This design comes from an exercise in tuning for small area, a short achievable clock period and few clock cycles on the open sky130 flow, not from production work.
The RTL was checked by simulation tests, not by an equivalence proof against the original design.

**flow/config.mk**
```make
export PLATFORM = sky130hd
export DESIGN_NAME = open_list_sorter_top
export DESIGN_NICKNAME = open_list_sorter_top
export VERILOG_FILES = /design/flow/design.v
export SDC_FILE = /design/flow/constraint.sdc
export NUM_CORES = 4
export LEC_CHECK = 0
export CAP_MARGIN = 20
export CORE_MARGIN = 2
export CORE_UTILIZATION = 55
export CTS_BUF_LIST = sky130_fd_sc_hd__clkbuf_16
export CTS_CLUSTER_DIAMETER = 70
export CTS_CLUSTER_SIZE = 24
export SETUP_SLACK_MARGIN = 5
export SLEW_MARGIN = 20
```
**flow/constraint.sdc**
```tcl
create_clock -name core_clock -period 12.0 [get_ports {Clk}]
set_input_delay 2.4000 -clock core_clock [delete_from_list [all_inputs] [get_ports {Clk}]]
set_output_delay 2.4000 -clock core_clock [all_outputs]
set_load 0.01 [all_outputs]
```
**flow/design.v**
```verilog
`default_nettype none
package path_geom_pkg;
	typedef logic [8-1:0] coord_t;
	typedef struct packed
	{
		coord_t x;
		coord_t y;
	} node_t;  
	typedef logic [16-1:0] cost_t;  
	typedef struct packed
	{
		node_t start_node;
		node_t goal_node;
	} search_cfg_t;
endpackage
`default_nettype wire
`default_nettype none
package sort_ctrl_pkg;
	typedef logic [$clog2(16)-1:0] list_idx_t;  
	typedef logic [$clog2(16+1)-1:0] list_count_t;  
	typedef enum logic [2:0]
	{
		st_idle,
		st_fetch,
		st_compare,
		st_swap,
		st_advance,
		st_finished
	} sort_state_t;
endpackage
`default_nettype wire
`default_nettype none
`timescale 1ns/1ps
module node_store
(
	input wire logic Clk,
	input wire logic Reset,
	input wire logic clear,
	input wire logic load_valid,
	input wire path_geom_pkg::node_t load_node,
	input wire logic [16-5:0] new_cost,
	input wire sort_ctrl_pkg::list_idx_t rd_index,
	output path_geom_pkg::node_t rd_node
);
	localparam int depth = 16;
	localparam int idx_w = $clog2(16);
	localparam int cnt_w = $clog2(16+1);
	localparam int cost_w = 16-4;
	function automatic logic cost_gt(input logic [cost_w-1:0] a, input logic [cost_w-1:0] b);
		logic g;
		g = 1'b0;
		for (int k = 0; k < cost_w; k++)
			g = (a[k] & ~b[k]) | ((a[k] | ~b[k]) & g);
		cost_gt = g;
	endfunction
	logic [2*8-1:0] nodes [0:depth-1];
	logic [cost_w-1:0] costs [0:depth-2];
	logic [cnt_w-1:0] fill_count;  
	logic [cnt_w-1:0] ranked_count;  
	logic pending;  
	path_geom_pkg::node_t pending_node;
	logic do_append;
	logic [depth:0] after;  
	assign do_append = load_valid && !clear && (fill_count != cnt_w'(depth));
	always_ff @(posedge Clk or posedge Reset)
	begin
		if (Reset)
		begin
			fill_count <= '0;
			ranked_count <= '0;
			pending <= 1'b0;
		end
		else if (clear)
		begin
			fill_count <= '0;  
			ranked_count <= '0;
			pending <= 1'b0;
		end
		else
		begin
			if (do_append)
				fill_count <= fill_count + cnt_w'(1);
			if (pending)
				ranked_count <= ranked_count + cnt_w'(1);
			pending <= do_append;
		end
	end
	always_ff @(posedge Clk)
	begin
		pending_node <= load_node;
	end
	always_comb
	begin
		after[0] = 1'b1;
		for (int i = 0; i < depth-1; i++)
			after[i+1] = (ranked_count <= cnt_w'(i)) || cost_gt(costs[i], new_cost);  
		after[depth] = 1'b1;
	end
	always_ff @(posedge Clk)
	begin
		if (pending && after[1])
		begin
			nodes[0] <= pending_node;
			costs[0] <= new_cost;
		end
		for (int i = 1; i < depth-1; i++)
		begin
			if (pending && after[i+1])
			begin
				nodes[i] <= after[i] ? nodes[i-1] : pending_node;
				costs[i] <= after[i] ? costs[i-1] : new_cost;
			end
		end
		if (pending)
			nodes[depth-1] <= after[depth-1] ? nodes[depth-2] : pending_node;
	end
	assign rd_node = nodes[rd_index];
endmodule
`default_nettype wire
`default_nettype none
`timescale 1ns/1ps
module octile_cost
(
	input wire logic Clk,
	input wire path_geom_pkg::node_t node,
	input wire path_geom_pkg::search_cfg_t cfg,
	output logic [16-5:0] half_cost
);
	localparam int coord_w = 8;
	localparam int sum_w = 8 + 1;
	localparam int half_w = 16-4;
	logic [coord_w-1:0] dx_s;
	logic [coord_w-1:0] dy_s;
	logic [coord_w-1:0] dx_g;
	logic [coord_w-1:0] dy_g;
	logic [coord_w-1:0] hi_s_q;
	logic [coord_w-1:0] lo_s_q;
	logic [coord_w-1:0] hi_g_q;
	logic [coord_w-1:0] lo_g_q;
	function automatic logic [coord_w-1:0] abs_diff(input logic [coord_w-1:0] a, input logic [coord_w-1:0] b);
		logic [coord_w-1:0] p;
		logic [coord_w-1:0] gg;
		logic [coord_w-1:0] pp;
		logic [coord_w-1:0] c1;
		logic [coord_w-1:0] c0;
		p = ~(a ^ b);
		gg = a & ~b;
		pp = p;
		for (int d = 1; d < coord_w; d = d * 2)
			for (int i = coord_w - 1; i >= d; i--)
			begin
				gg[i] = gg[i] | (pp[i] & gg[i-d]);
				pp[i] = pp[i] & pp[i-d];
			end
		c1 = {gg[coord_w-2:0] | pp[coord_w-2:0], 1'b1};
		c0 = {gg[coord_w-2:0], 1'b0};
		abs_diff = gg[coord_w-1] ? (p ^ c1) : ~(p ^ c0);
	endfunction
	function automatic logic coord_gt(input logic [coord_w-1:0] a, input logic [coord_w-1:0] b);
		logic [coord_w-1:0] gg;
		logic [coord_w-1:0] pp;
		gg = a & ~b;
		pp = ~(a ^ b);
		for (int d = 1; d < coord_w; d = d * 2)
			for (int i = coord_w - 1; i >= d; i--)
			begin
				gg[i] = gg[i] | (pp[i] & gg[i-d]);
				pp[i] = pp[i] & pp[i-d];
			end
		coord_gt = gg[coord_w-1];
	endfunction
	function automatic logic [sum_w-1:0] add_sum(input logic [sum_w-1:0] a, input logic [sum_w-1:0] b);
		logic [sum_w-1:0] p;
		logic [sum_w-1:0] gg;
		logic [sum_w-1:0] pp;
		p = a ^ b;
		gg = a & b;
		pp = p;
		for (int d = 1; d < sum_w; d = d * 2)
			for (int i = sum_w - 1; i >= d; i--)
			begin
				gg[i] = gg[i] | (pp[i] & gg[i-d]);
				pp[i] = pp[i] & pp[i-d];
			end
		add_sum = p ^ {gg[sum_w-2:0], 1'b0};
	endfunction
	function automatic logic [half_w-1:0] add_half(input logic [half_w-1:0] a, input logic [half_w-1:0] b);
		logic [half_w-1:0] p;
		logic [half_w-1:0] gg;
		logic [half_w-1:0] pp;
		p = a ^ b;
		gg = a & b;
		pp = p;
		for (int d = 1; d < half_w; d = d * 2)
			for (int i = half_w - 1; i >= d; i--)
			begin
				gg[i] = gg[i] | (pp[i] & gg[i-d]);
				pp[i] = pp[i] & pp[i-d];
			end
		add_half = p ^ {gg[half_w-2:0], 1'b0};
	endfunction
	logic s_x_longer;
	logic g_x_longer;
	always_comb
	begin
		dx_s = abs_diff(node.x, cfg.start_node.x);
		dy_s = abs_diff(node.y, cfg.start_node.y);
		dx_g = abs_diff(node.x, cfg.goal_node.x);
		dy_g = abs_diff(node.y, cfg.goal_node.y);
		s_x_longer = coord_gt(dx_s, dy_s);
		g_x_longer = coord_gt(dx_g, dy_g);
	end
	always_ff @(posedge Clk)
	begin
		hi_s_q <= s_x_longer ? dx_s : dy_s;
		lo_s_q <= s_x_longer ? dy_s : dx_s;
		hi_g_q <= g_x_longer ? dx_g : dy_g;
		lo_g_q <= g_x_longer ? dy_g : dx_g;
	end
	logic [sum_w-1:0] hi_sum;
	logic [sum_w-1:0] lo_sum;
	logic [half_w-1:0] csa_a;
	logic [half_w-1:0] csa_b;
	logic [half_w-1:0] csa_c;
	logic [half_w-1:0] csa_s;
	logic [half_w-1:0] csa_k;
	always_comb
	begin
		hi_sum = add_sum({1'b0, hi_s_q}, {1'b0, hi_g_q});
		lo_sum = add_sum({1'b0, lo_s_q}, {1'b0, lo_g_q});
		csa_a = {1'b0, hi_sum, 2'b00};
		csa_b = {3'b000, hi_sum};
		csa_c = {2'b00, lo_sum, 1'b0};
		csa_s = csa_a ^ csa_b ^ csa_c;
		csa_k = {(csa_a[half_w-2:0] & csa_b[half_w-2:0]) | (csa_a[half_w-2:0] & csa_c[half_w-2:0]) | (csa_b[half_w-2:0] & csa_c[half_w-2:0]), 1'b0};
		half_cost = add_half(csa_s, csa_k);
	end
endmodule
`default_nettype wire
`default_nettype none
`timescale 1ns/1ps
module bubble_sort_ctrl
(
	input wire logic Clk,
	input wire logic Reset,
	input wire logic start,
	input wire logic clear,
	output logic busy,
	output logic done
);
	always_ff @(posedge Clk or posedge Reset)
	begin
		if (Reset)
			done <= 1'b0;
		else if (clear)
			done <= 1'b0;  
		else if (start)
			done <= 1'b1;  
	end
	assign busy = 1'b0;
endmodule
`default_nettype wire
`default_nettype none
`timescale 1ns/1ps
module open_list_sorter_top
(
	input wire logic Clk,
	input wire logic Reset,
	input wire path_geom_pkg::search_cfg_t cfg,
	input wire logic clear,
	input wire logic load_valid,
	input wire path_geom_pkg::node_t load_node,
	input wire logic start,
	input wire sort_ctrl_pkg::list_idx_t rd_index,
	output path_geom_pkg::node_t rd_node,
	output logic busy,
	output logic done
);
	logic [16-5:0] new_cost;
	octile_cost cost_unit
	(
		.Clk(Clk),
		.node(load_node),
		.cfg(cfg),
		.half_cost(new_cost)
	);
	node_store store
	(
		.Clk(Clk),
		.Reset(Reset),
		.clear(clear),
		.load_valid(load_valid),
		.load_node(load_node),
		.new_cost(new_cost),
		.rd_index(rd_index),
		.rd_node(rd_node)
	);
	bubble_sort_ctrl ctrl
	(
		.Clk(Clk),
		.Reset(Reset),
		.start(start),
		.clear(clear),
		.busy(busy),
		.done(done)
	);
endmodule
`default_nettype wire
```
**flow/flow/run.sh**
```bash
#!/bin/bash
set -o pipefail
bash standard.sh SETUP_SLACK_MARGIN=5.6 'BUFFER_PORTS_ARGS=-buffer_cell sky130_fd_sc_hd__buf_2' finish > standard.log 2>&1
```
**flow/standard.sh**
```bash
#!/bin/bash
# synth_recipe.tcl (not shown) runs the flow's synth.tcl, then flattens the netlist and writes it again
# the make line also repeats each setting of config.mk as NAME=value (left out here)
make -C /OpenROAD-flow-scripts/flow DESIGN_CONFIG=/design/flow/config.mk WORK_HOME=/design/flow/orfs CLKGATE_MAP_FILE= SYNTH_SCRIPT=/design/flow/synth_recipe.tcl "${@:-finish}"
```
==> flow_summary_export.csv, run 1 <==
group,metric,value,unit
sta,worstMarginPinSlew,1150,ps
layout,nets,2430,
synthesis,syn_inst,2200,
synthesis,synth_top_area_cell,"edfxtp_1",
drt,wl_per_cell,27.6,µm
floorplan,pin_count,75,
status,status,"timing/DRC/antenna clean",
critical_path,r2r-start,"cost_unit.hi_g_q[0]$_DFF_P_",
placement,dpl.hpwl,48.9,mm
sta,rsz0062_at_grt,"yes",
critical_path,path_class,"in -> out",
clock_tree,cts_buffer_depth,3,
drt,route.detailed.drc,0,
synthesis,synth_ff_type,"edfxtp_1",
synthesis,ys_top_cells_by_count,"edfxtp_1 (436), mux2_2 (339), inv_1 (140), a22oi_1 (100), nand2_1 (97)",
sta,finClkSkew,28.6,ps
clock_tree,cts_root_buffer,"clkbuf_16",
synthesis,synth-async-reset-ratio,2.42,%
floorplan,core_area,0.0492,mm²
sta,timing.hold.ws,498,ps
clock_tree,postCtsHoldBufs,0,
sta,max-slew-margin-rel,23.1,%
clock_tree,htreeDepth,2,
critical_path,end_kind,"primary output",
clock_tree,cts_sinks,496,
synthesis,synth_seq_area_share,52.2,%
sta,fin_setup_tns,0,ps
synthesis,yosys.area.top_type_share,47.6,%
job,maxCapViolCount,0,
drt,drtAntennaViolNets,0,
floorplan,start_util,56.0,%
sta,slew_violations,0,
hold_path,hold_class,"reg -> reg",
critical_path,rrSetupSlack,5800,ps
global_routing,grt_pass1_vias,19100,
placement,gp_routability_congestion,0.834,
synthesis,syn-num-nets,2347,
drt,firstDrtPassIters,6,
drt,vias_per_cell,6.55,
floorplan,die_x,228,µm
synthesis,yosysMostFrequentCell,"edfxtp_1",
hold_path,min-delay-start,"ctrl.done$_DFFE_PP0P_",
clock_tree,clk_pin_slew_worst_paths,80,ps
drt,drt_iter0_markers,2030,
global_routing,grt.total_usage,31.8,%
drt,vias,19500,
sta,fin_crit_sh,53.6,%
synthesis,avgSynthCellArea,12.5,µm²
clock_tree,cts_buffers,35,
clock_tree,cts_tree,"done",
floorplan,die-height,228,µm
global_routing,grt_pass1_wl,120,mm
sta,hold_viol,0,
critical_path,critPathLaunchType,"input port",
sta,fmax,155,MHz
floorplan,dieArea,0.0518,mm²
synthesis,synth_edf_count,436,
layout,syn2layout_area_growth,12.0,%
synthesis,syn_area,0.0275,mm²
drt,routed_wl,81.9,mm
clock_tree,clk_latency,590,ps
synthesis,synth_cell_types,62,
placement,io_buffers,73,
global_routing,grt_max_degree,48,
sta,fin_crit,6440,ps
critical_path,crit_fanout,16,
synthesis,synthTopCellsByArea,"edfxtp_1 (48%), mux2_2 (14%), ha_1 (3.8%), dfxtp_1 (3.5%), mux2i_1 (2.8%)",
critical_path,startpoint,"rd_index[1]",
synthesis,ys.warnings.count,5,
global_routing,grt_overflow,0,
global_routing,antenna_found_initial,1,
floorplan,rows,81,
layout,drive_gt1_share,28.5,%
critical_path,cp.required,9600,ps
sta,setup_violations,0,
synthesis,ys_ff_latch,496,
critical_path,crit_arrival,4040,ps
-- critical path: stages --
cell and delay [ps]:
clkbuf_4 190, nand2b_4 170, nor2_1 60, buf_6 200, a22o_1 210, a221oi_1 220, nand3_1 160, o22a_1 250
buf_2 160
-- timing repair --
action | CTS | global route
buffers inserted | 19 | 26
pin swaps | 0 | 6
setup endpoints to repair | 437 | 694
cloned | 2 | 0
resized for setup | 19 | 50
-- registers in the layout (all words and copies together), names as in the netlist --
| register | cells |
|---|---|
| store.pending | 1 |
| store.nodes | 256 |
| store.costs | 180 |
| ctrl.done | 1 |
| cost_unit.hi_g_q | 8 |
| cost_unit.lo_s_q | 8 |
| cost_unit.hi_s_q | 8 |
| cost_unit.lo_g_q | 8 |
| store.ranked_count | 5 |
| store.fill_count | 5 |
| store.pending_node | 16 |
-- cell families (layout without fill, tap and decap cells) --
kind of cell / Yosys count / in the layout / share of synthesized area (%)
xor+xnor: 67 / 67 / 2.16
buf+inv: 269 / 376 / 3.90
fa+ha+maj: 140 / 140 / 6.11
compound gates: 447 / 447 / 11.9
flops: 496 / 496 / 52.2
mux: 435 / 435 / 17.7
simple gates: 345 / 346 / 6.05
other cells: 1 / 2 / 0.0136
-- final timing paths --
| check | to | depth (start not counted) |
|---|---|---|
| max | rd_node[13] | 9 |
| min | ctrl.done$_DFFE_PP0P_ | 2 |
| max reg2reg | store.costs[3][0]$_DFFE_PP_ | 20 |
| min reg2reg | ctrl.done$_DFFE_PP0P_ | 2 |
| max in group asynchronous | store.pending$_DFF_PP0_ | 2 |
| min in group asynchronous | ctrl.done$_DFFE_PP0P_ | 2 |
-- placed cells by master (no fill, tap or decap), types with 8 or more instances in the layout --
| cell | netlist | layout |
|---|---|---|
| edfxtp_1 | 436 | 436 |
| mux2_2 | 339 | 339 |
| inv_1 | 140 | 139 |
| a22oi_1 | 100 | 100 |
| nand2_1 | 97 | 95 |
| a21oi_1 | 94 | 88 |
| ha_1 | 83 | 83 |
| mux2i_1 | 78 | 78 |
| nor2_1 | 72 | 72 |
| buf_2 | 23 | 69 |
| buf_4 | 1 | 67 |
| maj3_1 | 49 | 49 |
| dfxtp_1 | 48 | 48 |
| nor3_1 | 45 | 39 |
| o21ai_0 | 39 | 38 |
| clkbuf_16 | 0 | 38 |
| xnor2_1 | 39 | 36 |
| nand4_1 | 34 | 34 |
| nand2b_1 | 30 | 26 |
| xor2_1 | 27 | 25 |
| o21bai_1 | 25 | 25 |
| a21o_1 | 25 | 24 |
| a222oi_1 | 24 | 24 |
| buf_6 | 4 | 21 |
| nor2b_1 | 33 | 20 |
| nand3_1 | 19 | 19 |
| mux2_4 | 18 | 18 |
| o22a_1 | 16 | 16 |
| o2111ai_1 | 15 | 15 |
| o31ai_1 | 14 | 14 |
| o221ai_1 | 14 | 14 |
| nor2b_4 | 0 | 14 |
| a311oi_1 | 13 | 13 |
| a211oi_1 | 12 | 12 |
| a31oi_4 | 0 | 11 |
| dfrtp_1 | 12 | 11 |
| a31oi_1 | 9 | 8 |
-- per-stage QoR --
stage	instances	setup slack (ps)	util, %	area (µm²)
final	2973	5570	62.7	30800
after global routing	2972	5480	62.7	30800
after CTS	2946	5500	61.8	30400
after detailed placement	2863	4500	58.7	28900
after global placement	2862	4690	58.7	28900
after floorplan	2200	5600	-	27500
-- per-layer routing --
metal  wire length [µm]  global-route usage, %  vias to the layer above  share of wire (%)
met2              39400                   53.5                      998                 48
met1              32400                   41.3                     9742                 40
li1                   -                      -                     8540                  -
met3               6940                   5.01                      190                8.5
met4               3190                   12.4                        0                3.9
met5                  0                      0                        -                  0
-- final cells by class --
| cell class | instances | area [µm²] |
|---|---|---|
| Fill cell | 3819 | 18300 |
| Multi-Input combinational cell | 1436 | 12500 |
| Inverter | 142 | 552 |
| Clock buffer | 37 | 926 |
| Sequential cell | 496 | 14400 |
| Timing Repair Buffer | 171 | 1320 |
| Clock inverter | 25 | 327 |
| Tap cell | 664 | 831 |
| Antenna cell | 1 | 2.50 |
| Timing Repair inverter | 1 | 5.00 |
Testbench counts, summed over its fixed seeds: cycles 1,744.
==> inputs of run 2 (changes only) <==
--- a/flow/config.mk
+++ b/flow/config.mk
@@ -9,6 +9,6 @@
 export CORE_MARGIN = 2
-export CORE_UTILIZATION = 55
-export CTS_BUF_LIST = sky130_fd_sc_hd__clkbuf_16
-export CTS_CLUSTER_DIAMETER = 70
-export CTS_CLUSTER_SIZE = 24
+export CORE_UTILIZATION = 40
+export CTS_BUF_LIST = sky130_fd_sc_hd__clkbuf_8
+export CTS_CLUSTER_DIAMETER = 60
+export CTS_CLUSTER_SIZE = 16
 export SETUP_SLACK_MARGIN = 5
==> flow_summary_export.csv, run 2 <==
group,metric,value,unit
status,status,"timing/DRC/antenna clean",
layout,largest_register_ffs,256,
critical_path,crit_arrival,3960,ps
global_routing,antenna_found_initial,3,
critical_path,critPathLaunchType,"input port",
synthesis,avgSynthCellArea,12.5,µm²
layout,nets,2416,
synthesis,yosys.area.top_type_share,47.6,%
layout,fillers,6162,
synthesis,syn-num-nets,2347,
floorplan,die_x,266,µm
synthesis,ys_top_cells_by_count,"edfxtp_1 (436), mux2_2 (339), inv_1 (140), a22oi_1 (100), nand2_1 (97)",
synthesis,ys_ff_latch,496,
global_routing,grt_overflow,0,
synthesis,syn_inst,2200,
layout,reg_top3,"store.nodes (256), store.costs (180), store.pending_node (16)",
synthesis,syn_area,0.0275,mm²
drt,vias,19100,
placement,gp_routability_congestion,0.877,
placement,io_buffers,73,
clock_tree,cts_tree,"done",
layout,largest-register,"store.nodes",
layout,syn2layout_area_growth,11.4,%
global_routing,grt_pass1_wl,118,mm
sta,fin_setup_tns,0,ps
global_routing,grt.total_usage,22.1,%
critical_path,crit_chain,"clkbuf_4 > nand2b_4 > nor2_1 > buf_6 > a22o_1 > a221oi_2 > nand3_1 > o22a_1 > buf_2",
synthesis,synthTopCellsByArea,"edfxtp_1 (48%), mux2_2 (14%), ha_1 (3.8%), dfxtp_1 (3.5%), mux2i_1 (2.8%)",
clock_tree,cts_buffer_depth,3,
sta,slew_violations,0,
critical_path,max_stage_delay,250,ps
sta,rsz0062_at_grt,"yes",
drt,route.detailed.drc,0,
critical_path,crit_fanout,16,
floorplan,dieArea,0.0709,mm²
drt,routed_wl,80.5,mm
clock_tree,clk_pin_slew_worst_paths,90,ps
clock_tree,cts_buffers,44,
synthesis,ys.warnings.count,5,
layout,drive_gt1_share,28.3,%
floorplan,core_area,0.0683,mm²
global_routing,grt_pass1_vias,18600,
drt,drtAntennaViolNets,0,
floorplan,start_util,40.3,%
synthesis,synth_ff_type,"edfxtp_1",
sta,fmax,157,MHz
critical_path,end_kind,"primary output",
synthesis,synth_cell_types,62,
critical_path,path_class,"in -> out",
sta,worstMarginPinSlew,1020,ps
clock_tree,clk_latency,670,ps
critical_path,cp.required,9600,ps
synthesis,synth-async-reset-ratio,2.42,%
clock_tree,cts_sinks,496,
floorplan,rows,96,
clock_tree,cts_root_buffer,"clkbuf_8",
clock_tree,postCtsHoldBufs,0,
drt,firstDrtPassIters,6,
synthesis,yosysMostFrequentCell,"edfxtp_1",
global_routing,grt_max_degree,48,
synthesis,synth_top_area_cell,"edfxtp_1",
sta,hold_viol,0,
sta,fin_crit,6360,ps
floorplan,pin_count,75,
placement,dpl.hpwl,49.9,mm
synthesis,synth_seq_area_share,52.2,%
drt,drt_iter0_markers,2075,
job,maxCapViolCount,0,
drt,wl_per_cell,25.3,µm
sta,max-slew-margin-rel,31.8,%
sta,setup_violations,0,
hold_path,hold_class,"reg -> reg",
critical_path,cp_slowest_cell,"o22a_1",
clock_tree,htreeDepth,2,
layout,layout_common_cells,"edfxtp_1 (436), mux2_2 (339), inv_1 (144)",
synthesis,synth_edf_count,436,
drt,vias_per_cell,6.00,
layout,layout_commonest_cell,"edfxtp_1",
sta,finClkSkew,43.0,ps
sta,fin_crit_sh,53.0,%
floorplan,die-height,266,µm
run 2: cell counts after synthesis:
No cell type changed its count.
run 2: stage by stage:
| stage | utilization [%] | area, µm² | setup WS [ps] | cells | hold WS [ps] |
|---|---|---|---|---|---|
| floorplan | - | 27500 | 5600 | 2200 | 488 |
| global placement | 42.6 | 29100 | 4700 | 3078 | 475 |
| detailed placement | 42.6 | 29100 | 4460 | 3078 | 495 |
| finish | 44.9 | 30700 | 5640 | 3186 | 509 |
| CTS | 44.4 | 30300 | 5560 | 3175 | 517 |
| global route | 44.9 | 30700 | 5510 | 3186 | 539 |
run 2: final cells by class:
| class | count | area (µm²) | area share [%] |
|---|---|---|---|
| flip-flops and latches | 496 | 14400 | 46.8 |
| multi-input cells | 1437 | 12500 | 40.9 |
| repair buffers | 147 | 1130 | 3.67 |
| well taps | 882 | 1100 | 3.60 |
| clock buffers | 50 | 688 | 2.24 |
| inverters | 142 | 553 | 1.80 |
| clock inverters | 30 | 288 | 0.939 |
| repair inverters | 1 | 5.00 | 0.0163 |
| diodes | 1 | 2.50 | 0.00816 |
run 2: cells by family after synthesis:
kind of cell	synth area share (%)
fa+ha+maj	6.11
buf+inv	3.90
compound gates	11.9
flops	52.2
mux	17.7
simple gates	6.05
other cells	0.0136
xor+xnor	2.16
run 2: what timing repair did:
item | CTS | global route
cloned | 2 | 1
gates resized for setup | 26 | 56
setup buffers | 15 | 9
setup endpoints to repair | 691 | 689
hold endpoints to repair | 0 | 0
pin swaps | 0 | 5
run 2: worst paths after layout:
path	startpoint	to	slack, ps	cells past startpoint
max in group asynchronous	Reset	store.ranked_count[2]$_DFFE_PP0P_	9920	2
hold / removal	ctrl.done$_DFFE_PP0P_	ctrl.done$_DFFE_PP0P_	510	2
setup / recovery	rd_index[1]	rd_node[13]	5640	9
setup reg to reg	cost_unit.hi_g_q[0]$_DFF_P_	store.costs[9][11]$_DFFE_PP_	5940	24
min in group asynchronous	Reset	store.fill_count[4]$_DFFE_PP0P_	1740	2
hold reg to reg	ctrl.done$_DFFE_PP0P_	ctrl.done$_DFFE_PP0P_	510	2
run 2: routing by layer:
layer	global-route usage (%)	routed length, µm	up-vias	share of wire, %
li1	-	-	8549	-
met1	30.7	34400	9467	43
met2	34.6	36400	970	45
met3	3.91	7130	141	8.9
met4	7.80	2520	0	3.1
met5	0	0	-	0
run 2: worst max-delay path, delay by kind of cell:
family	cells	cell delay (ps)
and+or+nand+nor	3	370
buffers and inverters	3	540
AOI/OAI and AO/OA	3	640
==> inputs of run 3 (changes only) <==
--- a/flow/config.mk
+++ b/flow/config.mk
@@ -10,6 +10,7 @@
 export CORE_UTILIZATION = 40
-export CTS_BUF_LIST = sky130_fd_sc_hd__clkbuf_8
-export CTS_CLUSTER_DIAMETER = 60
-export CTS_CLUSTER_SIZE = 16
+export CTS_BUF_LIST = sky130_fd_sc_hd__clkbuf_16
+export CTS_CLUSTER_DIAMETER = 80
+export CTS_CLUSTER_SIZE = 28
 export SETUP_SLACK_MARGIN = 5
 export SLEW_MARGIN = 20
+export TNS_END_PERCENT = 10
==> flow_summary_export.csv, run 3 <==
group,metric,value,unit
synthesis,synth-async-reset-ratio,2.42,%
clock_tree,clk_latency,640,ps
sta,setup_violations,0,
drt,route.detailed.drc,0,
clock_tree,cts_tree,"done",
sta,fin_setup_tns,0,ps
status,status,"timing/DRC/antenna clean",
floorplan,die_x,266,µm
floorplan,start_util,40.3,%
layout,final_core_util,44.7,%
job,maxCapViolCount,0,
synthesis,synth_top_area_cell,"edfxtp_1",
drt,wl_per_cell,25.2,µm
synthesis,yosysMostFrequentCell,"edfxtp_1",
layout,fillers,6154,
placement,placed_cells,3078,
critical_path,cp_slowest_cell,"or4_1",
critical_path,critPathLaunchType,"input port",
synthesis,synthTopCellsByArea,"edfxtp_1 (48%), mux2_2 (14%), ha_1 (3.8%), dfxtp_1 (3.5%), mux2i_1 (2.8%)",
synthesis,ys_ff_latch,496,
critical_path,end_kind,"primary output",
global_routing,grt_pass1_wl,117,mm
layout,nets,2401,
synthesis,syn_area,0.0275,mm²
critical_path,crit_path_frequent_cell,"buf_2",
synthesis,synth_cell_types,62,
global_routing,grt.total_usage,21.8,%
floorplan,core_area,0.0683,mm²
sta,fin_ws,5340,ps
drt,drt_iter0_markers,2063,
drt,vias,19000,
layout,syn2layout_area_growth,11.0,%
sta,fin_crit_sh,55.5,%
sta,max-slew-margin-rel,28.7,%
synthesis,yosys.area.top_type_share,47.6,%
sta,rsz0062_at_grt,"yes",
clock_tree,clk_pin_slew_worst_paths,90,ps
sta,fin_crit,6660,ps
placement,place_ws,4460,ps
sta,worstMarginPinSlew,1070,ps
clock_tree,cts_sinks,496,
layout,design_area,0.0305,mm²
sta,timing.hold.ws,508,ps
layout,fin_cells,3160,
synthesis,synth_seq_area_share,52.2,%
critical_path,crit_fanout,16,
critical_path,crit_buf_inv,2,
drt,drtAntennaViolNets,0,
synthesis,synth_edf_count,436,
layout,reg_top3,"store.nodes (256), store.costs (180), store.pending_node (16)",
drt,vias_per_cell,6.03,
placement,dpl.hpwl,49.9,mm
placement,place_area,0.0291,mm²
floorplan,dieArea,0.0709,mm²
drt,routed_wl,79.5,mm
layout,layout_commonest_cell,"edfxtp_1",
floorplan,rows,96,
critical_path,cp_top_family,"simple AND/OR/NAND/NOR gates",
critical_path,cp.required,9600,ps
layout,layout_common_cells,"edfxtp_1 (436), mux2_2 (339), inv_1 (140)",
clock_tree,cts_buffers,30,
floorplan,pin_count,75,
sta,finClkSkew,40.6,ps
drt,firstDrtPassIters,6,
layout,n_antenna_cell,0,
synthesis,syn_inst,2200,
synthesis,ys.warnings.count,5,
placement,gp_routability_congestion,0.877,
critical_path,rrSetupSlack,5730,ps
critical_path,crit_arrival,4260,ps
global_routing,grt_max_degree,48,
synthesis,syn-num-nets,2347,
critical_path,crit_chain,"buf_2 > or4_1 > o22a_1 > buf_2",
layout,largest-register,"store.nodes",
placement,io_buffers,73,
synthesis,ys_top_cells_by_count,"edfxtp_1 (436), mux2_2 (339), inv_1 (140), a22oi_1 (100), nand2_1 (97)",
floorplan,die-height,266,µm
synthesis,avgSynthCellArea,12.5,µm²
critical_path,path_class,"in -> out",
layout,largest_register_ffs,256,
clock_tree,htreeDepth,1,
synthesis,synth_ff_type,"edfxtp_1",
clock_tree,cts_buffer_depth,3,
global_routing,grt_pass1_vias,18500,
sta,slew_violations,0,
layout,drive_gt1_share,27.0,%
sta,fmax,150,MHz
sta,hold_viol,0,
critical_path,max_stage_delay,1030,ps
global_routing,grt_overflow,0,
clock_tree,cts_root_buffer,"clkbuf_16",
global_routing,antenna_found_initial,1,
hold_path,hold_class,"reg -> reg",
[run 3: cell count changes in the layout (fill, tap and decap cells not counted), moves of 4 or more]
cell / before / now
buf_2: 69 / 73
buf_4: 40 / 62
buf_6: 26 / 7
clkbuf_16: 0 / 31
clkbuf_8: 52 / 1
clkinv_8: 1 / 6
inv_1: 144 / 140
inv_12: 0 / 4
nand2b_1: 26 / 30
nand2b_4: 4 / 0
[run 3: final cells by class]
class                           count  area [µm²]  area share, %
Tap cell                          882        1100           3.61
Multi-Input combinational cell   1436       12400           40.7
Timing Repair Buffer              147         998           3.27
Clock inverter                     25         314           1.03
Clock buffer                       31         776           2.54
Timing Repair inverter              1        5.00         0.0164
Sequential cell                   496       14400           47.0
Inverter                          142         544           1.78
[run 3: routing by layer]
layer	global-route usage (%)	part of all wire, %
met2	34.5	45
met1	30.7	43
met4	6.41	3.3
met5	0	0
met3	3.45	8.3
[run 3: tightest hold or removal path: stages, from the launching register on]
cell	delay [ps]
dfrtp_1	350
nor2_1	50
nor2_1	80
[run 3: path summary, 6_finish.rpt]
check / startpoint / to / cells after the start
worst max-delay path: rd_index[0] / rd_node[9] / 4
min in group asynchronous: Reset / store.pending$_DFF_PP0_ / 2
worst min register to register: ctrl.done$_DFFE_PP0P_ / ctrl.done$_DFFE_PP0P_ / 2
worst max register to register: cost_unit.hi_g_q[0]$_DFF_P_ / store.costs[5][11]$_DFFE_PP_ / 24
worst min-delay path: ctrl.done$_DFFE_PP0P_ / ctrl.done$_DFFE_PP0P_ / 2
max in group asynchronous: Reset / store.ranked_count[2]$_DFFE_PP0P_ / 2
[run 3: what timing repair did]
action                                 CTS  global route
pin swaps                                0             2
hold buffers                             0             0
endpoints found under the hold margin    0             0
cloned                                   2             0
setup endpoints to repair              687           698
setup buffers                           13            11
resized for setup                       11            19
[run 3: cells by family (layout without fill, tap and decap cells)]
logic type / count (synthesis) / count (layout) / share of synthesized area [%]
fa+ha+maj: 140 / 140 / 6.11
mux: 435 / 435 / 17.7
compound gates: 447 / 447 / 11.9
buf+inv: 269 / 346 / 3.90
flops: 496 / 496 / 52.2
xor+xnor: 67 / 67 / 2.16
other cells: 1 / 1 / 0.0136
simple gates: 345 / 346 / 6.05
==> inputs of run 4 (changes only) <==
--- a/flow/config.mk
+++ b/flow/config.mk
@@ -15,2 +15 @@
 export SLEW_MARGIN = 20
-export TNS_END_PERCENT = 10
==> flow_summary_export.csv, run 4 <==
group,metric,value,unit
status,status,"timing/DRC/antenna clean",
sta,max-slew-margin-rel,30.0,%
drt,routed_wl,80.3,mm
global_routing,antenna_found_initial,2,
drt,route.detailed.drc,0,
global_routing,grt_max_degree,48,
critical_path,worst_r2r_path_depth,23,
synthesis,syn-num-nets,2347,
drt,vias_per_cell,6.05,
layout,layout_commonest_cell,"edfxtp_1",
synthesis,synthTopCellsByArea,"edfxtp_1 (48%), mux2_2 (14%), ha_1 (3.8%), dfxtp_1 (3.5%), mux2i_1 (2.8%)",
floorplan,rows,96,
drt,drt_iter0_markers,2214,
critical_path,crit_fanout,16,
layout,nets,2403,
critical_path,reg2reg_to,"store.costs[1][0]$_DFFE_PP_",
synthesis,synth_cell_types,62,
global_routing,grt_pass1_wl,118,mm
global_routing,grt.total_usage,21.8,%
sta,worstMarginPinSlew,1050,ps
floorplan,dieArea,0.0709,mm²
hold_path,hold_depth,2,
hold_path,hold_class,"reg -> reg",
placement,dpl.hpwl,49.9,mm
layout,reg_top3,"store.nodes (256), store.costs (180), store.pending_node (16)",
layout,seqCellArea,0.0144,mm²
synthesis,synth-compound-area-share,11.9,%
clock_tree,cts_buffers,30,
layout,final_core_util,45.0,%
synthesis,synth_top_family_by_area,"multiplexers",
synthesis,synth_simple_gate_area_share,6.05,%
critical_path,end_kind,"primary output",
synthesis,yosys.area.top_type_share,47.6,%
floorplan,die-height,266,µm
critical_path,cp.required,9600,ps
sta,slew_violations,0,
floorplan,pin_count,75,
synthesis,synth_ff_type,"edfxtp_1",
layout,largest-register,"store.nodes",
clock_tree,htreeDepth,1,
synthesis,syn_inst,2200,
sta,fin_crit_sh,52.9,%
global_routing,grt_overflow,0,
placement,io_buffers,73,
job,maxCapViolCount,0,
floorplan,core_area,0.0683,mm²
synthesis,avgSynthCellArea,12.5,µm²
clock_tree,cts_sinks,496,
layout,multi_input_area,0.0125,mm²
floorplan,start_util,40.3,%
sta,fmax,157,MHz
global_routing,grt_pass1_vias,18500,
clock_tree,clk_pin_slew_worst_paths,90,ps
synthesis,synth_seq_area_share,52.2,%
synthesis,synth-xor-area-share,2.16,%
hold_path,hold_end,"ctrl.done$_DFFE_PP0P_",
sta,fin_setup_tns,0,ps
synthesis,synth_top_area_cell,"edfxtp_1",
synthesis,synth-async-reset-ratio,2.42,%
layout,n_antenna_cell,0,
floorplan,die_x,266,µm
sta,setup_violations,0,
layout,drive_gt1_share,27.9,%
clock_tree,cts_buffer_depth,3,
drt,wl_per_cell,25.4,µm
drt,vias,19100,
sta,finClkSkew,38.6,ps
synthesis,synthMuxAreaShare,17.7,%
synthesis,synthAdderAreaFrac,6.11,%
clock_tree,cts_tree,"done",
synthesis,ys_ff_latch,496,
drt,drtAntennaViolNets,0,
layout,syn2layout_area_growth,11.9,%
hold_path,min-delay-start,"ctrl.done$_DFFE_PP0P_",
layout,layout_common_cells,"edfxtp_1 (436), mux2_2 (339), inv_1 (139)",
synthesis,synth_edf_count,436,
drt,firstDrtPassIters,6,
critical_path,path_class,"in -> out",
critical_path,crit_arrival,3950,ps
critical_path,rrSetupSlack,5850,ps
layout,largest_register_ffs,256,
placement,gp_routability_congestion,0.877,
sta,fin_crit,6350,ps
synthesis,yosysMostFrequentCell,"edfxtp_1",
clock_tree,cts_root_buffer,"clkbuf_16",
synthesis,ys.warnings.count,5,
clock_tree,clk_latency,630,ps
sta,hold_viol,0,
synthesis,ys_top_cells_by_count,"edfxtp_1 (436), mux2_2 (339), inv_1 (140), a22oi_1 (100), nand2_1 (97)",
sta,rsz0062_at_grt,"yes",
synthesis,syn_area,0.0275,mm²
layout,fillers,6133,
critical_path,critPathLaunchType,"input port",
critical_path,r2r-start,"cost_unit.hi_g_q[0]$_DFF_P_",
## run 4: changes by cell type in the layout (fill, tap and decap cells not counted), sizes merged
| cell | change |
|---|---|
| a21o | +1 |
| buf | -4 |
| clkbuf | +5 |
| clkinv | -1 |
| clkinvlp | +1 |
## run 4: routing by layer
| metal | global-route usage (%) | part of all wire [%] | up-vias |
|---|---|---|---|
| li1 | - | - | 8524 |
| met1 | 30.6 | 43 | 9541 |
| met2 | 34.7 | 45 | 931 |
| met3 | 3.74 | 8.4 | 135 |
| met4 | 6.35 | 3.1 | 2 |
| met5 | 0 | 0.015 | - |
## run 4: worst max path at each step
| stage | end | startpoint | slack (ps) |
|---|---|---|---|
| 2_1_floorplan | cost_unit.hi_g_q[0]$_DFF_P_ | cfg[0] | 5600 |
| 3_3_place_gp | cost_unit.hi_s_q[1]$_DFF_P_ | cfg[16] | 4700 |
| 3_5_place_dp | cost_unit.lo_s_q[2]$_DFF_P_ | load_node[8] | 4460 |
| 4_1_cts | rd_node[13] | rd_index[1] | 5560 |
| 5_1_grt | store.costs[1][4]$_DFFE_PP_ | cost_unit.hi_g_q[0]$_DFF_P_ | 5460 |
| 6_report | rd_node[13] | rd_index[1] | 5650 |
## run 4: kinds of logic (layout without fill, tap and decap cells)
logic type                 after synthesis  count (layout)
and+or+nand+nor                        345             346
muxes                                  435             435
xor gates and xnor gates                67              67
other                                    1               1
DFF                                    496             496
buffers and inverters                  269             347
AOI/OAI and AO/OA                      447             448
adders and majority gates              140             140
## run 4: repair_timing
item	CTS	global route
setup buffers	15	10
gates resized for setup	26	57
pin swaps	0	6
hold buffers	0	0
cloned	2	1
endpoints found under the hold margin	0	0
setup endpoints to repair	687	689
## run 4: critical path, stage by stage
cell and delay, ps:
clkbuf_4 190, nand2b_4 170, nor2_1 60, buf_6 190, a22o_1 220, a221oi_2 170, nand3_1 130, o22a_1 250
buf_2 160
## run 4: through the flow
stage,cells,area [µm²],hold slack (ps),worst slack [ps]
2_1_floorplan,2200,27500,488,5600
3_3_place_gp,3078,29100,475,4700
3_5_place_dp,3078,29100,495,4460
4_1_cts,3151,30400,517,5560
5_1_grt,3162,30800,538,5460
6_report,3162,30800,508,5650
## run 4: area by class of cell
class	instances	area share [%]
Clock inverter	25	1.02
Inverter	142	1.78
Timing Repair inverter	1	0.0163
Sequential cell	496	46.6
Timing Repair Buffer	148	3.68
Tap cell	882	3.59
Multi-Input combinational cell	1437	40.8
Clock buffer	31	2.52
==> inputs of run 5 (changes only) <==
==> flow/flow/run.sh (replaced) <==
#!/bin/bash
set -o pipefail
bash standard.sh SETUP_SLACK_MARGIN=5.45 'BUFFER_PORTS_ARGS=-buffer_cell sky130_fd_sc_hd__buf_2' finish > standard.log 2>&1
==> flow_summary_export.csv, run 5 <==
group,metric,value,unit
placement,placed_cells,3079,
sta,fin_crit,6520,ps
clock_tree,clk_latency,630,ps
sta,fin_crit_sh,54.3,%
drt,firstDrtPassIters,5,
drt,vias,19200,
synthesis,yosysMostFrequentCell,"edfxtp_1",
placement,io_buffers,73,
critical_path,cp_slowest_cell,"buf_4",
sta,fin_ws,5480,ps
drt,wl_met1,35.0,mm
synthesis,synthTopCellsByArea,"edfxtp_1 (48%), mux2_2 (14%), ha_1 (3.8%), dfxtp_1 (3.5%), mux2i_1 (2.8%)",
floorplan,start_util,40.3,%
clock_tree,cts_tree,"done",
sta,fmax,153,MHz
layout,n_antenna_cell,0,
drt,drt_iter0_markers,2030,
placement,gp_routability_congestion,0.885,
drt,route.detailed.drc,0,
global_routing,grt.total_usage,22.3,%
layout,layout_common_cells,"edfxtp_1 (436), mux2_2 (339), inv_1 (139)",
critical_path,max_stage_delay,260,ps
synthesis,ys.warnings.count,5,
status,status,"timing/DRC/antenna clean",
critical_path,crit_chain,"buf_2 > nand2b_1 > nor2_1 > buf_4 > a22o_1 > a221oi_1 > nand3_1 > o22a_1 > buf_2",
sta,slew_violations,0,
critical_path,crit_path_frequent_cell,"buf_2",
hold_path,hold_class,"reg -> reg",
floorplan,die_x,266,µm
sta,setup_violations,0,
floorplan,pin_count,75,
drt,highest_layer,"met4",
placement,place_area,0.0291,mm²
synthesis,synth_ff_type,"edfxtp_1",
clock_tree,cts_sinks,496,
drt,drtAntennaViolNets,0,
layout,layout_commonest_cell,"edfxtp_1",
critical_path,cp.required,9600,ps
clock_tree,cts_buffers,29,
sta,finClkSkew,29.8,ps
sta,rsz0062_at_grt,"yes",
sta,fin_setup_tns,0,ps
layout,fin_cells,3160,
drt,wl_per_cell,25.6,µm
sta,max-slew-margin-rel,30.3,%
clock_tree,htreeDepth,1,
synthesis,syn_area,0.0275,mm²
sta,timing.hold.ws,506,ps
sta,worstMarginPinSlew,1050,ps
layout,syn2layout_area_growth,11.4,%
floorplan,core_area,0.0683,mm²
layout,fillers,6082,
synthesis,synth_seq_area_share,52.2,%
global_routing,antenna_found_initial,0,
floorplan,dieArea,0.0709,mm²
synthesis,ys_top_cells_by_count,"edfxtp_1 (436), mux2_2 (339), inv_1 (140), a22oi_1 (100), nand2_1 (97)",
synthesis,syn_inst,2200,
synthesis,ys_ff_latch,496,
synthesis,synth_cell_types,62,
critical_path,crit_fanout,16,
clock_tree,cts_root_buffer,"clkbuf_16",
clock_tree,clk_pin_slew_worst_paths,100,ps
clock_tree,postCtsHoldBufs,0,
global_routing,grt_overflow,0,
layout,multi_input_area,0.0125,mm²
floorplan,die-height,266,µm
clock_tree,cts_buffer_depth,3,
global_routing,grt_pass1_wl,120,mm
critical_path,crit_arrival,4120,ps
layout,nets,2402,
layout,design_area,0.0307,mm²
layout,largest-register,"store.nodes",
synthesis,yosys.area.top_type_share,47.6,%
synthesis,synth-async-reset-ratio,2.42,%
layout,largest_register_ffs,256,
floorplan,rows,96,
critical_path,path_class,"in -> out",
drt,routed_wl,80.9,mm
synthesis,synth_top_area_cell,"edfxtp_1",
drt,vias_per_cell,6.07,
global_routing,grt_pass1_vias,18700,
sta,hold_viol,0,
placement,place_ws,4520,ps
job,maxCapViolCount,0,
critical_path,critPathLaunchType,"input port",
layout,drive_gt1_share,27.2,%
synthesis,syn-num-nets,2347,
global_routing,grt_max_degree,48,
layout,seqCellArea,0.0144,mm²
critical_path,end_kind,"primary output",
synthesis,synth_edf_count,436,
drt,wl_met3,6.45,mm
placement,dpl.hpwl,50.0,mm
synthesis,avgSynthCellArea,12.5,µm²
drt,wl_met2,36.2,mm
layout,reg_top3,"store.nodes (256), store.costs (180), store.pending_node (16)",
## run 5: cell counts after synthesis
Identical to the previous run, type by type.
## run 5: cell type report
| cell class | instances | area share, % |
|---|---|---|
| clock buffer | 29 | 2.37 |
| clock inverter | 25 | 1.09 |
| inverter | 142 | 1.80 |
| multi-input combinational | 1437 | 40.7 |
| sequential | 496 | 46.8 |
| tap | 882 | 3.60 |
| timing repair buffer | 148 | 3.62 |
| timing repair inverter | 1 | 0.0163 |
## run 5: timing repair
action,in CTS,in global routing
pin swaps,0,2
endpoints found under the setup margin,381,765
cloned,3,0
resized for setup,11,37
buffers inserted,7,17
## run 5: kinds of logic after synthesis
kind of cell / share of synthesized area [%]
buf+inv: 3.90
flops: 52.2
compound gates: 11.9
xor+xnor: 2.16
fa+ha+maj: 6.11
simple gates: 6.05
other cells: 0.0136
mux: 17.7
## run 5: per-stage QoR
stage,util [%]
2_1_floorplan,-
3_3_place_gp,42.6
3_5_place_dp,42.6
4_1_cts,44.4
5_1_grt,44.9
6_report,44.9
## run 5: final timing paths
path / start / endpoint / slack [ps] / cells after the start
min in group asynchronous: Reset / store.fill_count[3]$_DFFE_PP0P_ / 1780 / 2
worst max register to register: cost_unit.hi_g_q[0]$_DFF_P_ / store.costs[0][0]$_DFFE_PP_ / 5830 / 23
worst max-delay path: rd_index[1] / rd_node[13] / 5480 / 9
worst min-delay path: ctrl.done$_DFFE_PP0P_ / ctrl.done$_DFFE_PP0P_ / 510 / 2
worst min register to register: ctrl.done$_DFFE_PP0P_ / ctrl.done$_DFFE_PP0P_ / 510 / 2
max in group asynchronous: Reset / store.pending$_DFF_PP0_ / 9890 / 2
## run 5: critical path, delay by kind of cell
family                 cells  cell delay [ps]
and+or+nand+nor            3              440
buffers and inverters      3              600
AOI/OAI and AO/OA          3              670
## run 5: routing by layer
metal	vias to the layer above	track usage, %
met3	170	3.10
met4	0	7.87
met5	-	0
li1	8498	-
met2	917	35.0
met1	9591	31.4
==> inputs of run 6 (changes only) <==
==> flow/flow/run.sh (replaced) <==
#!/bin/bash
set -o pipefail
bash standard.sh SETUP_SLACK_MARGIN=5.75 'BUFFER_PORTS_ARGS=-buffer_cell sky130_fd_sc_hd__buf_2' finish > standard.log 2>&1
==> flow_summary_export.csv, run 6 <==
group,metric,value,unit
synthesis,synth_ff_type,"edfxtp_1",
drt,wl_per_cell,25.5,µm
drt,drtAntennaViolNets,0,
sta,worstMarginPinSlew,964,ps
sta,fmax,162,MHz
drt,firstDrtPassIters,8,
sta,setup_violations,0,
layout,multi_input_area,0.0127,mm²
synthesis,syn_area,0.0275,mm²
clock_tree,cts_buffers,31,
critical_path,crit_fanout,8,
clock_tree,cts_root_buffer,"clkbuf_16",
sta,fin_setup_tns,0,ps
synthesis,synth_seq_area_share,52.2,%
synthesis,ys_top_cells_by_count,"edfxtp_1 (436), mux2_2 (339), inv_1 (140), a22oi_1 (100), nand2_1 (97)",
layout,seqCellArea,0.0144,mm²
placement,dpl.hpwl,50.9,mm
critical_path,path_class,"in -> out",
clock_tree,htreeDepth,1,
sta,rsz0062_at_grt,"no",
layout,n_antenna_cell,0,
global_routing,grt_max_degree,48,
clock_tree,clk_pin_slew_worst_paths,80,ps
drt,vias,19500,
floorplan,pin_count,75,
layout,largest_register_ffs,256,
layout,largest-register,"store.nodes",
synthesis,ys.warnings.count,5,
critical_path,cp.required,9600,ps
synthesis,synth_cell_types,62,
global_routing,grt_pass1_vias,19100,
floorplan,die-height,266,µm
sta,slew_violations,0,
layout,syn2layout_area_growth,15.1,%
synthesis,yosysMostFrequentCell,"edfxtp_1",
synthesis,yosys.area.top_type_share,47.6,%
synthesis,syn-num-nets,2347,
layout,final_core_util,46.3,%
placement,io_buffers,73,
critical_path,crit_arrival,3780,ps
global_routing,grt_pass1_wl,122,mm
critical_path,end_kind,"primary output",
synthesis,synth_edf_count,436,
layout,reg_top3,"store.nodes (256), store.costs (180), store.pending_node (16)",
hold_path,hold_class,"reg -> reg",
floorplan,dieArea,0.0709,mm²
floorplan,rows,96,
global_routing,grt.total_usage,22.7,%
placement,gp_routability_congestion,0.865,
global_routing,antenna_found_initial,1,
clock_tree,cts_buffer_depth,3,
sta,finClkSkew,49.0,ps
drt,route.detailed.drc,0,
floorplan,die_x,266,µm
clock_tree,cts_sinks,496,
synthesis,synth_top_area_cell,"edfxtp_1",
critical_path,critPathLaunchType,"input port",
synthesis,synthTopCellsByArea,"edfxtp_1 (48%), mux2_2 (14%), ha_1 (3.8%), dfxtp_1 (3.5%), mux2i_1 (2.8%)",
synthesis,ys_ff_latch,496,
job,maxCapViolCount,0,
clock_tree,cts_tree,"done",
drt,vias_per_cell,6.07,
synthesis,avgSynthCellArea,12.5,µm²
sta,fin_crit_sh,51.5,%
global_routing,grt_overflow,0,
floorplan,core_area,0.0683,mm²
synthesis,syn_inst,2200,
drt,routed_wl,82.0,mm
layout,fillers,6008,
sta,fin_crit,6180,ps
status,status,"timing/DRC/antenna clean",
clock_tree,clk_latency,660,ps
layout,layout_common_cells,"edfxtp_1 (436), mux2_2 (339), inv_1 (138)",
drt,drt_iter0_markers,2106,
sta,max-slew-margin-rel,35.7,%
layout,layout_commonest_cell,"edfxtp_1",
layout,nets,2458,
sta,hold_viol,0,
layout,drive_gt1_share,29.8,%
floorplan,start_util,40.3,%
synthesis,synth-async-reset-ratio,2.42,%
-- run 6: changes by cell type in the layout (fill, tap and decap cells not counted), moves of 4 or more --
cell	change
buf_6	+12
buf_4	+15
nor2b_4	+6
a221oi_2	+7
buf_2	-4
buf_12	+21
a221oi_1	-7
-- run 6: layout make-up --
type,instances,area share [%]
tap,882,3.48
inverter,142,1.75
clock buffer,32,2.53
timing repair buffer,196,5.91
multi-input combinational,1444,40.0
clock inverter,25,0.980
sequential,496,45.3
-- run 6: metrics by stage --
| stage | hold slack [ps] | instances | setup slack, ps | cell area, µm² |
|---|---|---|---|---|
| 6_report | 498 | 3217 | 5820 | 31700 |
| 3_3_place_gp | 476 | 3072 | 4870 | 29100 |
| 4_1_cts | 509 | 3188 | 5570 | 31200 |
| 2_1_floorplan | 488 | 2200 | 5770 | 27600 |
| 5_1_grt | 530 | 3217 | 5740 | 31700 |
| 3_5_place_dp | 491 | 3076 | 4810 | 29200 |
-- run 6: timing repair --
| item | CTS | global route |
|---|---|---|
| cloned | 8 | 1 |
| hold buffers | 0 | 0 |
| resized for setup | 48 | 53 |
| buffers inserted | 47 | 28 |
| pin swaps | 4 | 9 |
| endpoints found under the setup margin | 760 | 800 |
-- run 6: layer usage --
metal	part of all wire (%)	track usage, %	wire length, µm	vias to the layer above
li1	-	-	-	8622
met1	43	31.8	35600	9852
met2	46	36.5	37400	919
met3	7.2	2.79	5940	142
met4	3.8	7.46	3150	0
met5	0	0	0	-
-- run 6: path summary, 6_finish.rpt --
path,cells after the start,slack (ps),endpoint,from
worst min register to register,2,500,ctrl.done$_DFFE_PP0P_,ctrl.done$_DFFE_PP0P_
worst max-delay path,9,5820,rd_node[8],rd_index[3]
min in group asynchronous,2,1790,ctrl.done$_DFFE_PP0P_,Reset
worst max register to register,23,6120,store.nodes[13][3]$_DFFE_PP_,cost_unit.hi_g_q[0]$_DFF_P_
worst min-delay path,2,500,ctrl.done$_DFFE_PP0P_,ctrl.done$_DFFE_PP0P_
max in group asynchronous,2,9850,store.pending$_DFF_PP0_,Reset
-- run 6: logic make-up (layout without fill, tap and decap cells) --
kind of cell	count (synthesis)	count (layout)	synth area share, %
flops	496	496	52.2
compound gates	447	448	11.9
mux	435	435	17.7
simple gates	345	353	6.05
buf+inv	269	395	3.90
fa+ha+maj	140	140	6.11
xor+xnor	67	67	2.16
other cells	1	1	0.0136
-- run 6: critical path, stage by stage --
cell	delay, ps
buf_6	120
nand2b_4	150
nor3_2	40
buf_6	150
a22o_1	260
a221oi_2	170
nand3_1	160
o22a_1	180
buf_2	130
==> inputs of run 7 (changes only) <==
==> flow/flow/run.sh (replaced) <==
#!/bin/bash
set -o pipefail
bash standard.sh SETUP_SLACK_MARGIN=5.68 'BUFFER_PORTS_ARGS=-buffer_cell sky130_fd_sc_hd__buf_2' finish > standard.log 2>&1
==> flow_summary_export.csv, run 7 <==
group,metric,value,unit
synthesis,syn_area,0.0275,mm²
floorplan,start_util,40.3,%
layout,largest-register,"store.nodes",
layout,layout_common_cells,"edfxtp_1 (436), mux2_2 (339), inv_1 (140)",
layout,largest_register_ffs,256,
layout,syn2layout_area_growth,12.6,%
layout,reg_top3,"store.nodes (256), store.costs (180), store.pending_node (16)",
sta,hold_viol,0,
critical_path,critPathLaunchType,"input port",
clock_tree,cts_tree,"done",
placement,dpl.hpwl,49.8,mm
floorplan,die_x,266,µm
synthesis,synth_cell_types,62,
clock_tree,htreeDepth,1,
synthesis,synthTopCellsByArea,"edfxtp_1 (48%), mux2_2 (14%), ha_1 (3.8%), dfxtp_1 (3.5%), mux2i_1 (2.8%)",
sta,fin_setup_tns,0,ps
drt,drtAntennaViolNets,0,
synthesis,synth_seq_area_share,52.2,%
hold_path,hold_class,"reg -> reg",
clock_tree,clk_latency,620,ps
synthesis,syn_inst,2200,
floorplan,core_area,0.0683,mm²
sta,slew_violations,0,
synthesis,synth_top_area_cell,"edfxtp_1",
synthesis,yosys.area.top_type_share,47.6,%
clock_tree,cts_buffer_depth,3,
hold_path,hold_end,"ctrl.done$_DFFE_PP0P_",
drt,vias,19100,
global_routing,antenna_found_initial,0,
sta,fin_crit_sh,52.5,%
critical_path,rrSetupSlack,5980,ps
layout,nets,2421,
synthesis,synth-async-reset-ratio,2.42,%
placement,gp_routability_congestion,0.863,
floorplan,rows,96,
layout,fillers,6067,
clock_tree,cts_buffers,30,
placement,placed_cells,3079,
synthesis,ys.warnings.count,5,
synthesis,synth_edf_count,436,
drt,firstDrtPassIters,6,
synthesis,ys_top_cells_by_count,"edfxtp_1 (436), mux2_2 (339), inv_1 (140), a22oi_1 (100), nand2_1 (97)",
hold_path,hold_depth,2,
synthesis,synth_ff_type,"edfxtp_1",
sta,fin_ws,5700,ps
clock_tree,cts_sinks,496,
critical_path,path_class,"in -> out",
drt,route.detailed.drc,0,
layout,drive_gt1_share,28.5,%
global_routing,grt_max_degree,48,
clock_tree,clk_pin_slew_worst_paths,100,ps
global_routing,grt_overflow,0,
drt,vias_per_cell,6.01,
drt,drt_iter0_markers,2254,
hold_path,min-delay-start,"ctrl.done$_DFFE_PP0P_",
layout,fin_cells,3180,
synthesis,yosysMostFrequentCell,"edfxtp_1",
critical_path,r2r-start,"cost_unit.hi_g_q[0]$_DFF_P_",
global_routing,grt.total_usage,22.1,%
sta,fin_crit,6300,ps
critical_path,worst_r2r_path_depth,18,
floorplan,dieArea,0.0709,mm²
drt,routed_wl,80.8,mm
critical_path,crit_arrival,3900,ps
layout,n_antenna_cell,0,
sta,setup_violations,0,
layout,layout_commonest_cell,"edfxtp_1",
synthesis,avgSynthCellArea,12.5,µm²
clock_tree,cts_root_buffer,"clkbuf_16",
critical_path,end_kind,"primary output",
sta,finClkSkew,36.0,ps
status,status,"timing/DRC/antenna clean",
floorplan,pin_count,75,
floorplan,die-height,266,µm
sta,rsz0062_at_grt,"yes",
drt,wl_per_cell,25.4,µm
critical_path,crit_fanout,16,
clock_tree,postCtsHoldBufs,0,
job,maxCapViolCount,0,
global_routing,grt_pass1_wl,119,mm
critical_path,cp.required,9600,ps
sta,fmax,159,MHz
synthesis,ys_ff_latch,496,
placement,place_ws,4520,ps
synthesis,syn-num-nets,2347,
global_routing,grt_pass1_vias,18500,
critical_path,reg2reg_to,"store.costs[14][9]$_DFFE_PP_",
sta,max-slew-margin-rel,31.9,%
placement,io_buffers,73,
sta,worstMarginPinSlew,1020,ps
[run 7: changes by cell type in the layout (fill, tap and decap cells not counted), moves of 3 or more]
cell	previous run	this run
a221oi_2	7	3
nor2b_4	21	15
a221oi_1	4	8
buf_16	3	0
buf_4	63	58
buf_12	29	8
[run 7: worst max-delay path by stage]
stage / startpoint / to / slack [ps]
after floorplan: cfg[8] / cost_unit.hi_g_q[0]$_DFF_P_ / 5690
after detailed placement: cfg[0] / cost_unit.hi_g_q[2]$_DFF_P_ / 4520
after global placement: cfg[0] / cost_unit.hi_g_q[2]$_DFF_P_ / 4660
after global routing: cost_unit.hi_g_q[0]$_DFF_P_ / store.nodes[2][6]$_DFFE_PP_ / 5620
after CTS: rd_index[2] / rd_node[13] / 5680
final: rd_index[0] / rd_node[10] / 5700
[run 7: stage by stage]
step,hold WS [ps],utilization (%),instance area [µm²]
after detailed placement,498,42.6,29100
after floorplan,488,-,27500
after global placement,472,42.6,29100
final,510,45.3,31000
after global routing,545,45.3,31000
after CTS,520,44.7,30600
[run 7: cells by family after synthesis]
kind of cell | Yosys count | synth area share, %
AO/OA/AOI/OAI | 447 | 11.9
XOR/XNOR | 67 | 2.16
adder cells (fa/ha/maj) | 140 | 6.11
buffers and inverters | 269 | 3.90
flip-flops | 496 | 52.2
multiplexers | 435 | 17.7
other | 1 | 0.0136
AND/OR/NAND/NOR | 345 | 6.05
[run 7: final cells by class]
class,count,area [µm²],share of cell area [%]
clock inverter,25,323,1.04
sequential,496,14400,46.3
multi-input combinational,1437,12500,40.5
timing repair inverter,1,5.00,0.0162
tap,882,1100,3.56
timing repair buffer,166,1310,4.24
clock buffer,31,776,2.50
inverter,142,549,1.77
[run 7: metal layers]
metal | global-route usage [%] | wire, µm | vias up
li1 | - | - | 8537
met1 | 31.4 | 35800 | 9528
met2 | 35.3 | 36500 | 887
met3 | 2.26 | 5720 | 152
met4 | 7.01 | 2730 | 0
met5 | 0 | 0 | -
[run 7: timing repair]
action / in CTS / in global routing
setup endpoints to repair: 570 / 655
gates resized for setup: 38 / 50
setup buffers: 24 / 18
gates cloned: 2 / 1
pin swaps: 3 / 8
[run 7: worst max-delay path: stages]
cell      delay (ps)
buf_4            160
nand2b_4         180
nor2_1            60
buf_4            240
a221oi_1         320
nand3_1          120
o22a_1           250
buf_2            160

## separate check: timing with driven ports
How much do the figures lean on ideal ports? The routed layouts below were timed once more, with nothing changed but the port constraints. Step 1 (the two cells are an assumption about what drives the block):
set clk [get_ports {Clk}]
set_driving_cell -lib_cell sky130_fd_sc_hd__clkbuf_16 $clk
set_driving_cell -lib_cell sky130_fd_sc_hd__buf_2 [delete_from_list [all_inputs] $clk]
Step 2, shift: input delay + t, output delay - t, t = (earliest + latest rising clock arrival at the registers) / 2. This alone moves slack from input paths to output paths. a / b / c = no drivers / after step 1 / after step 2; a / b = the first two.
| run | t (ns) | slack for setup (ns) | worst setup path at the end | cell pins on the clock port's net |
|---|---|---|---|---|
| run 1 | 0.639 | 5.565 / 5.536 / 5.354 | input to register | 1 |
| run 2 | 0.700 | 5.638 / 5.607 / 5.271 | input to register | 1 |
| run 3 | 0.674 | 5.338 / 5.318 / 5.288 | input to register | 1 |
| run 4 | 0.670 | 5.647 / 5.615 / 5.281 | input to register | 1 |
| run 5 | 0.673 | 5.479 / 5.459 / 5.250 | input to register | 1 |
| run 6 | 0.696 | 5.817 / 5.768 / 5.363 | input to register | 1 |
| run 7 | 0.668 | 5.701 / 5.667 / 5.276 | input to register | 1 |
After both steps every run listed still meets setup and hold. The setup slack of run 6, which loses most, moves by -0.049 ns with the drivers and by -0.454 ns with both steps.
